Background: an optimization exercise with open tools, aiming at a short achievable clock period and few clock cycles per item. Do not read the settings as production practice. The RTL of this run was laid out without a check of its function. Power and IR drop assume default switching activity.

File: flow/run.sh
#!/bin/bash
# Standard ORFS flow with fast port buffers (buffer_ports uses buf_4, and the resizer may
# change a cell's footprint), I/O pins allowed one routing track apart, and the clock pin
# alone in the middle of the left edge.
set -euo pipefail
die=$(grep -o 'DIE_AREA=0 0 [0-9.]* [0-9.]*' standard.sh | awk '{print $4}')
lo=$(awk -v h="$die" 'BEGIN{print int(h/2-10)}'); hi=$(awk -v h="$die" 'BEGIN{print int(h/2+10)}')
sed -e "s|\"\${@:-finish}\"|MATCH_CELL_FOOTPRINT=0 'BUFFER_PORTS_ARGS=-buffer_cell sky130_fd_sc_hd__buf_4' 'PLACE_PINS_ARGS=-min_distance 1 -min_distance_in_tracks -exclude left:$lo-$hi' PRE_IO_PLACEMENT_TCL=$PWD/flow/pins.tcl \"\${@:-finish}\"|" standard.sh > flow_standard.sh
bash flow_standard.sh finish > make.log 2>&1
File: flow/pins.tcl
# Put the clock pin in the middle of the left edge; PLACE_PINS_ARGS keeps the other pins
# out of the 20 um around it.
set die [[ord::get_db_block] getDieArea]
set mid [expr {([$die yMin] + [$die yMax]) / 2.0 / [[ord::get_db_tech] getDbUnitsPerMicron]}]
place_pin -pin_name clk -layer met3 -location [list 0 $mid] -pin_size {0.8 0.3} -force_to_die_boundary
File: standard.sh
#!/bin/bash
# synth_recipe.tcl (not shown) runs the flow's synth.tcl, then flattens the netlist and writes it again
# the make line also repeats each setting of config.mk as NAME=value (left out here)
make -C /OpenROAD-flow-scripts/flow DESIGN_CONFIG=/design/flow/config.mk WORK_HOME=/design/flow/orfs CLKGATE_MAP_FILE= SYNTH_SCRIPT=/design/flow/synth_recipe.tcl "${@:-finish}"
File: config.mk
export PLATFORM = sky130hd
export DESIGN_NAME = mem_arbiter_nport
export DESIGN_NICKNAME = mem_arbiter_nport
export VERILOG_FILES = /design/flow/design.v
export SDC_FILE = /design/flow/constraint.sdc
export NUM_CORES = 4
export LEC_CHECK = 0
export ABC_CLOCK_PERIOD_IN_PS = 1500
export CAP_MARGIN = 20
export CORE_AREA = 5 5 315 315
export DIE_AREA = 0 0 320 320
export SETUP_SLACK_MARGIN = 3.3
export SLEW_MARGIN = 20
File: constraint.sdc
create_clock -name core_clock -period 5.0 [get_ports {clk}]
set_input_delay 1.0000 -clock core_clock [delete_from_list [all_inputs] [get_ports {clk}]]
set_output_delay 1.0000 -clock core_clock [all_outputs]
set_load 0.01 [all_outputs]
File: design.v
module mem_arbiter_nport #(
    parameter int NUM_PORTS  = 4,
    parameter int BLOCK_SIZE = 32,
    parameter int ARB_MODE   = 1
) (
    input  logic                              clk,
    input  logic                              rst,
    input  logic [NUM_PORTS-1:0]              req_valid,
    input  logic [NUM_PORTS-1:0]              req_write,
    input  logic [NUM_PORTS-1:0]              req_single,
    input  logic [NUM_PORTS*32-1:0]           req_addr,
    input  logic [NUM_PORTS*BLOCK_SIZE*8-1:0] req_wdata,
    output logic [NUM_PORTS-1:0]              grant,
    output logic [NUM_PORTS-1:0]              resp_done,
    output logic [BLOCK_SIZE*8-1:0]           resp_rdata,
    output logic [31:0]                       addr,
    output logic                              write,
    output logic [31:0]                       wdata,
    output logic [1:0]                        transfer,
    input  logic [31:0]                       rdata,
    input  logic                              ready
);
    localparam int NP     = NUM_PORTS;
    localparam int WORDS  = BLOCK_SIZE / 4;
    localparam int LINE_W = BLOCK_SIZE * 8;
    localparam int NSEL   = NP * WORDS;
    function automatic logic [NP-1:0] rr_pick(input logic [NP-1:0] req, input logic [NP-1:0] after);
        logic [NP-1:0] pick;
        logic          found;
        pick = '0;
        for (int s = 0; s < NP; s++) begin
            if (after[s]) begin
                found = 1'b0;
                for (int i = 1; i <= NP; i++) begin
                    if (!found && req[(s + i) % NP]) begin
                        pick[(s + i) % NP] = 1'b1;
                        found = 1'b1;
                    end
                end
            end
        end
        rr_pick = pick;
    endfunction
    function automatic logic [NP-1:0] between(input logic [NP-1:0] a, input logic [NP-1:0] b);
        logic [NP-1:0] m;
        logic          inRange;
        m = '0;
        for (int s = 0; s < NP; s++) begin
            if (a[s]) begin
                inRange = 1'b1;
                for (int i = 1; i < NP; i++) begin
                    if (b[(s + i) % NP]) inRange = 1'b0;
                    if (inRange) m[(s + i) % NP] = 1'b1;
                end
            end
        end
        between = m;
    endfunction
    function automatic logic [NSEL-1:0] word_sel(input logic [NP-1:0] port, input int w);
        logic [NSEL-1:0] s;
        s = '0;
        for (int p = 0; p < NP; p++) s[p*WORDS + w] = port[p];
        word_sel = s;
    endfunction
    logic [NP-1:0] ptr;      
    logic [NP-1:0] nxt;      
    logic          nxtV;
    logic [NP-1:0] nxtLo;    
    logic [NP-1:0] nxtHi;    
    logic [NP-1:0] btw;      
    logic [NP-1:0] busy;     
    logic             idle;       
    logic             selNew;     
    logic             last;       
    logic [NP-1:0]    owner;      
    logic [WORDS-1:0] beatOH;     
    logic [WORDS-1:0] capture;    
    logic [NSEL-1:0]  contSel;    
    logic [NP-1:0] cand;
    logic          go, commit;
    assign go     = idle || ready;
    assign cand   = req_valid & ~busy;
    assign commit = nxtV && !(|(cand & btw)) && go && selNew;
    logic [NSEL-1:0]   wsel;
    logic [31:0]       nextWdata;
    logic [31:0]       newAddr;
    logic              newWrite, newSingle;
    always_comb begin
        wsel      = selNew ? word_sel(nxtHi, 0) : contSel;
        nextWdata = '0;
        for (int i = 0; i < NSEL; i++)
            nextWdata = nextWdata | (req_wdata[i*32 +: 32] & {32{wsel[i]}});
        newAddr   = '0;
        newWrite  = 1'b0;
        newSingle = 1'b0;
        for (int p = 0; p < NP; p++) begin
            newAddr   = newAddr | (req_addr[p*32 +: 32] & {32{nxtLo[p]}});
            newWrite  = newWrite | (req_write[p] & nxtLo[p]);
            newSingle = newSingle | (req_single[p] & nxtLo[p]);
        end
        newAddr = newSingle ? {newAddr[31:2], 2'b00} : {newAddr[31:5], 5'b0};
    end
    logic [NP-1:0] nxtN;
    logic          nxtVN;
    always_comb begin
        if (commit) begin
            nxtN  = rr_pick(cand & ~nxt, nxt);
            nxtVN = |(cand & ~nxt);
        end else begin
            nxtN  = rr_pick(cand, ptr);
            nxtVN = |cand;
        end
    end
    always_ff @(posedge clk or posedge rst) begin
        if (rst) begin
            ptr  <= NP'(1) << (NP - 1);
            nxt  <= '0;
            nxtV <= 1'b0;
            busy <= '0;
            btw  <= between(NP'(1) << (NP - 1), '0);
        end else begin
            busy <= (busy & ~resp_done) | (commit ? nxt : '0);
            nxt  <= nxtN;
            nxtV <= nxtVN;
            if (commit) begin
                ptr <= nxt;
                btw <= between(nxt, nxtN);
            end else begin
                btw <= between(ptr, nxtN);
            end
        end
    end
    always_ff @(posedge clk) nxtLo <= nxtN;
    always_ff @(posedge clk or posedge rst) begin
        if (rst) nxtHi <= '1;
        else     nxtHi <= nxtN;
    end
    logic [1:0]        transferN;
    logic [NP-1:0]     grantN;
    logic              writeN;
    logic [31:0]       addrN;
    always_comb begin
        if (selNew) begin
            transferN = commit ? 2'b10 : 2'b00;
            grantN    = nxtLo;
            writeN    = newWrite;
            addrN     = newAddr;
        end else begin
            transferN = 2'b11;
            grantN    = grant;
            writeN    = write;
            addrN     = {addr[31:5], addr[4:2] + 3'd1, addr[1:0]};
        end
    end
    always_ff @(posedge clk or posedge rst) begin
        if (rst) begin
            transfer  <= 2'b00;
            idle      <= 1'b1;
            selNew    <= 1'b1;
            capture   <= '0;
            owner     <= '0;
            resp_done <= '0;
            grant     <= '0;
            write     <= 1'b0;
            addr      <= '0;
            wdata     <= '0;
        end else begin
            resp_done <= (!idle && last && ready) ? owner : '0;
            if (go) begin
                transfer <= transferN;
                grant    <= grantN;
                write    <= writeN;
                addr     <= addrN;
                wdata    <= nextWdata;
                if (selNew) begin
                    idle    <= !commit;
                    selNew  <= !commit || newSingle;
                    capture <= (commit && !newWrite) ? WORDS'(1) : '0;
                    owner   <= nxt;
                end else begin
                    selNew  <= beatOH[WORDS-2];
                    capture <= capture << 1;
                end
            end
        end
    end
    always_ff @(posedge clk) begin
        if (go) begin
            if (selNew) begin
                last   <= newSingle;
                beatOH  <= WORDS'(1);
                contSel <= word_sel(nxtHi, 1);
            end else begin
                last   <= beatOH[WORDS-2];
                beatOH  <= beatOH << 1;
                contSel <= contSel << 1;
            end
        end
    end
    always_ff @(posedge clk or posedge rst) begin
        if (rst) begin
            resp_rdata <= '0;
        end else begin
            for (int w = 0; w < WORDS; w++)
                if (capture[w]) resp_rdata[w*32 +: 32] <= rdata;
        end
    end
endmodule
==> run notes <==
[through the flow]
stage | utilization (%) | setup slack (ps)
after floorplan | - | -874.1
after global placement | 36.51 | 1749
after detailed placement | 36.51 | 1746
after CTS | 42.76 | 2654
after global routing | 44.12 | 2567
final | 44.23 | 2420
[final timing paths]
kind                                            from                endpoint  slack [ps]  cells after the start
min reg2reg                   resp_done[2]$_DFF_PP0_       busy[2]$_DFF_PP0_         470                      1
max in group asynchronous                        rst  capture[2]$_DFFE_PP0N_        3550                      3
min in group asynchronous                        rst   wdata[19]$_DFFE_PP0N_         480                      2
max                        contSel[14]$_SDFFCE_PP0N_   wdata[21]$_DFFE_PP0N_        2420                      7
max reg2reg                contSel[14]$_SDFFCE_PP0N_   wdata[21]$_DFFE_PP0N_        2420                      7
min                           resp_done[2]$_DFF_PP0_       busy[2]$_DFF_PP0_         470                      1
[sequential cells by signal, indices dropped and copies added, names as in the netlist, 2 cells and up]
register    count
capture         8
transfer        2
grant           4
btw             4
nxt             4
nxtLo           4
nxtHi           4
beatOH          7
busy            4
resp_rdata    256
ptr             4
wdata          32
owner           4
contSel        31
addr           30
resp_done       4
[layout by cell type, fill, tap and decap left out, drive strengths merged, types with 5 or more instances in the layout]
cell,count
a221oi,137
o21ai,62
diode,221
clkbuf,79
edfxtp,39
buf,1832
a222oi,42
dfrtp,354
nor2b,34
dfstp,10
a21oi,34
o41ai,5
and2,5
clkinv,9
o31ai,7
nand2b,5
a22o,107
mux2i,6
nand3,39
nor2,27
a22oi,252
o22a,13
mux2,276
a31oi,24
nor3,12
inv,15
nand4,54
nand2,86
[cells by family (layout without fill, tap and decap cells)]
logic type / after synthesis / after routing / synth area share, %
DFF: 407 / 407 / 48.96
and+or+nand+nor: 270 / 270 / 6.431
buffers and inverters: 197 / 1942 / 3.679
adders and majority gates: 1 / 1 / 0.05905
other: 1 / 223 / 0.01770
muxes: 274 / 282 / 14.53
AOI/OAI and AO/OA: 712 / 712 / 26.33
[layer usage]
metal | wire (um) | share of wire [%]
met4 | 27540 | 11
met3 | 30060 | 12
met1 | 87970 | 35
met5 | 347 | 0.14
met2 | 101900 | 41
[cells in the mapped netlist, drive strengths merged, types with 4 or more instances]
library cell / number / area, um^2
a22o: 107 / 937.2
o21ai: 62 / 310.3
nand2: 86 / 322.8
nand2b: 5 / 38.78
o41ai: 5 / 43.79
nand4: 54 / 337.8
o21a: 4 / 30.03
edfxtp: 39 / 1171
mux2: 268 / 3018
a221oi: 137 / 1206
dfxtp: 4 / 80.08
and2: 5 / 31.28
a22oi: 252 / 1892
buf: 54 / 242.7
nor2: 27 / 108.9
clkbuf: 128 / 480.5
mux2i: 6 / 60.06
nand3: 39 / 195.2
nor2b: 34 / 212.7
a222oi: 42 / 420.4
inv: 15 / 56.31
dfstp: 10 / 262.8
nor3: 12 / 60.06
o31ai: 7 / 52.55
a211oi: 4 / 52.55
dfrtp: 354 / 8859
o22a: 13 / 113.9
a21oi: 34 / 170.2
a31oi: 24 / 150.1
[power by group]
part / internal [mW] / switching [mW]
combinational: 2.40 / 1.91
sequential: 3.90 / 0.407
clock: 2.02 / 1.48
[area by class of cell]
class | count | area [um^2]
sequential | 407 | 10400
clock buffer | 64 | 1331
inverter | 15 | 71.32
fill | 9305 | 53070
tap | 1265 | 1583
multi-input combinational | 1267 | 11720
antenna | 221 | 553.0
clock inverter | 16 | 187.7
timing repair buffer | 1847 | 16240
[repair_timing]
item / CTS / global route
setup buffers: 170 / 66
endpoints found under the setup margin: 493 / 451
resized for setup: 577 / 61
pin swaps: 107 / 62
cloned: 21 / 2
==> metrics.yaml <==
run_status:
  status: "timing/DRC/antenna clean"
setup_path:
  path_max_fanout: 7
  cpLargestDelayFamily: "compound AO/OA/AOI/OAI gates"
  critPathArrivalTime_ps: 3060
  cp-end-kind: "flip-flop"
  critical_path.slowest_cell: "a222oi_1"
  crit_type: "reg -> reg"
  crit_top_cell: "buf_6"
  crit_chain: "buf_6 > buf_6 > a222oi_1 > nand3_2 > o21ai_2 > nand3_1 > o22a_1"
  cp.required_ps: 5480
  crit_buf_inv: 2
  worst_setup_path_start_kind: "flip-flop"
  slowest_delay_ps: 780
clock_tree:
  htreeDepth: 2
  cts_buffers: 45
  cts_buffer_depth: 3
  clkSinkCount: 407
  cts_hold_buf: 0
  cts_tree: "yes"
  clk_pin_slew_worst_paths_ps: 70
  clock_latency_ps: 590
  root_buffer: "clkbuf_16"
layout:
  drive_above_1_share_pct: 67.23
  finalNonFillerCells: 5102
  final_nets: 4783
  area_growth_pct: 98.64
  final_area_um2: 42090
floorplanning:
  core_um2: 95150
  rows: 113
  ios: 1529
  chipWidth_um: 320
  initial_core_util_pct: 22.27
  die_h_um: 320
  die_area_um2: 102400
global_route:
  overflow: 0
  grtUsageMet1_pct: 50.51
  grt_pass1_vias: 28710
  grt_usage_pct: 45.57
  grt_first_pass_wirelength_um: 308700
  grt_max_degree: 95
  use_met3_pct: 21.46
  grt.busiest_layer: "met2"
  grt_use_met2_pct: 64.85
  antenna_found_initial: 231
route:
  detail-route-antenna-nets: 0
  remaining_drc_errors: 0
  via_count: 31000
  wl_per_cell_um: 48.58
  drtPass1Iterations: 8
  drt_iter0_drc: 4858
  drt-vias-per-instance: 6.076
  wirelength_um: 247900
sta:
  finalHoldViolCount: 0
  rsz0062_at_grt: "true"
  finalSetupViolCount: 0
  whs_ps: 470.9
  fin_crit_sh_pct: 51.61
  fmax_ghz: 0.3875
  tightestPinTransition_ps: 1086
  final-max-slew-violation-count: 0
  slew_headroom_pct: 27.59
  final.setup.tns_ps: 0
  worst_clock_skew_ps: 28.61
  final.min_clock_period_ps: 2580
placement:
  io_buffers: 1519
  post-dp-hpwl_um: 192100
  gp_congestion: 1.220
  dp_cells: 4542
  dpl_cell_area_um2: 34740
synthesis:
  synth.distinct_cells: 59
  synth-seq-area-share_pct: 48.96
  synth_edf_count: 39
  netlist_instances: 1862
  synth_ff_type: "dfrtp_1"
  ys_async_sr_fraction_pct: 89.43
  ys_seq_elements: 407
  syn_area_um2: 21190
  avgSynthCellArea_um2: 11.38
  synth_warnings: 1
worst_hold_path:
  worstHoldPathType: "reg -> reg"
pwr:
  p_leak_nw: 19.12
  total_power_mw: 12.11
  ir_drop_mv: 0.2171
  p_per_area_nw_per_um2: 287.8
run:
  maxCapViolations: 0

-- static timing again, ports no longer ideal --
No port has a modelled driver above. Below, the same layout with a new extraction and two added sets of constraints. Step 1 (the two cells are an assumption about what drives the block):
set clk [get_ports {clk}]
set_driving_cell -lib_cell sky130_fd_sc_hd__clkbuf_16 $clk
set_driving_cell -lib_cell sky130_fd_sc_hd__buf_2 [delete_from_list [all_inputs] $clk]
Step 2 also shifts input and output timing later by t, the mid clock arrival at the registers, as if the neighbouring blocks saw the same clock. Slacks: ideal / step 1 / step 2; pairs: ideal / step 1.
t, ns: 0.634
setup WS [ns]: 2.420 / 2.420 / 1.931
clock arrival spread, ns: 0.029 / 0.030
worst slew at a driven data input, ns: 0.48
After both steps setup and hold are still met in this run. For this run, drivers alone change the setup slack by 0.000 ns; drivers and shift together by -0.489 ns.
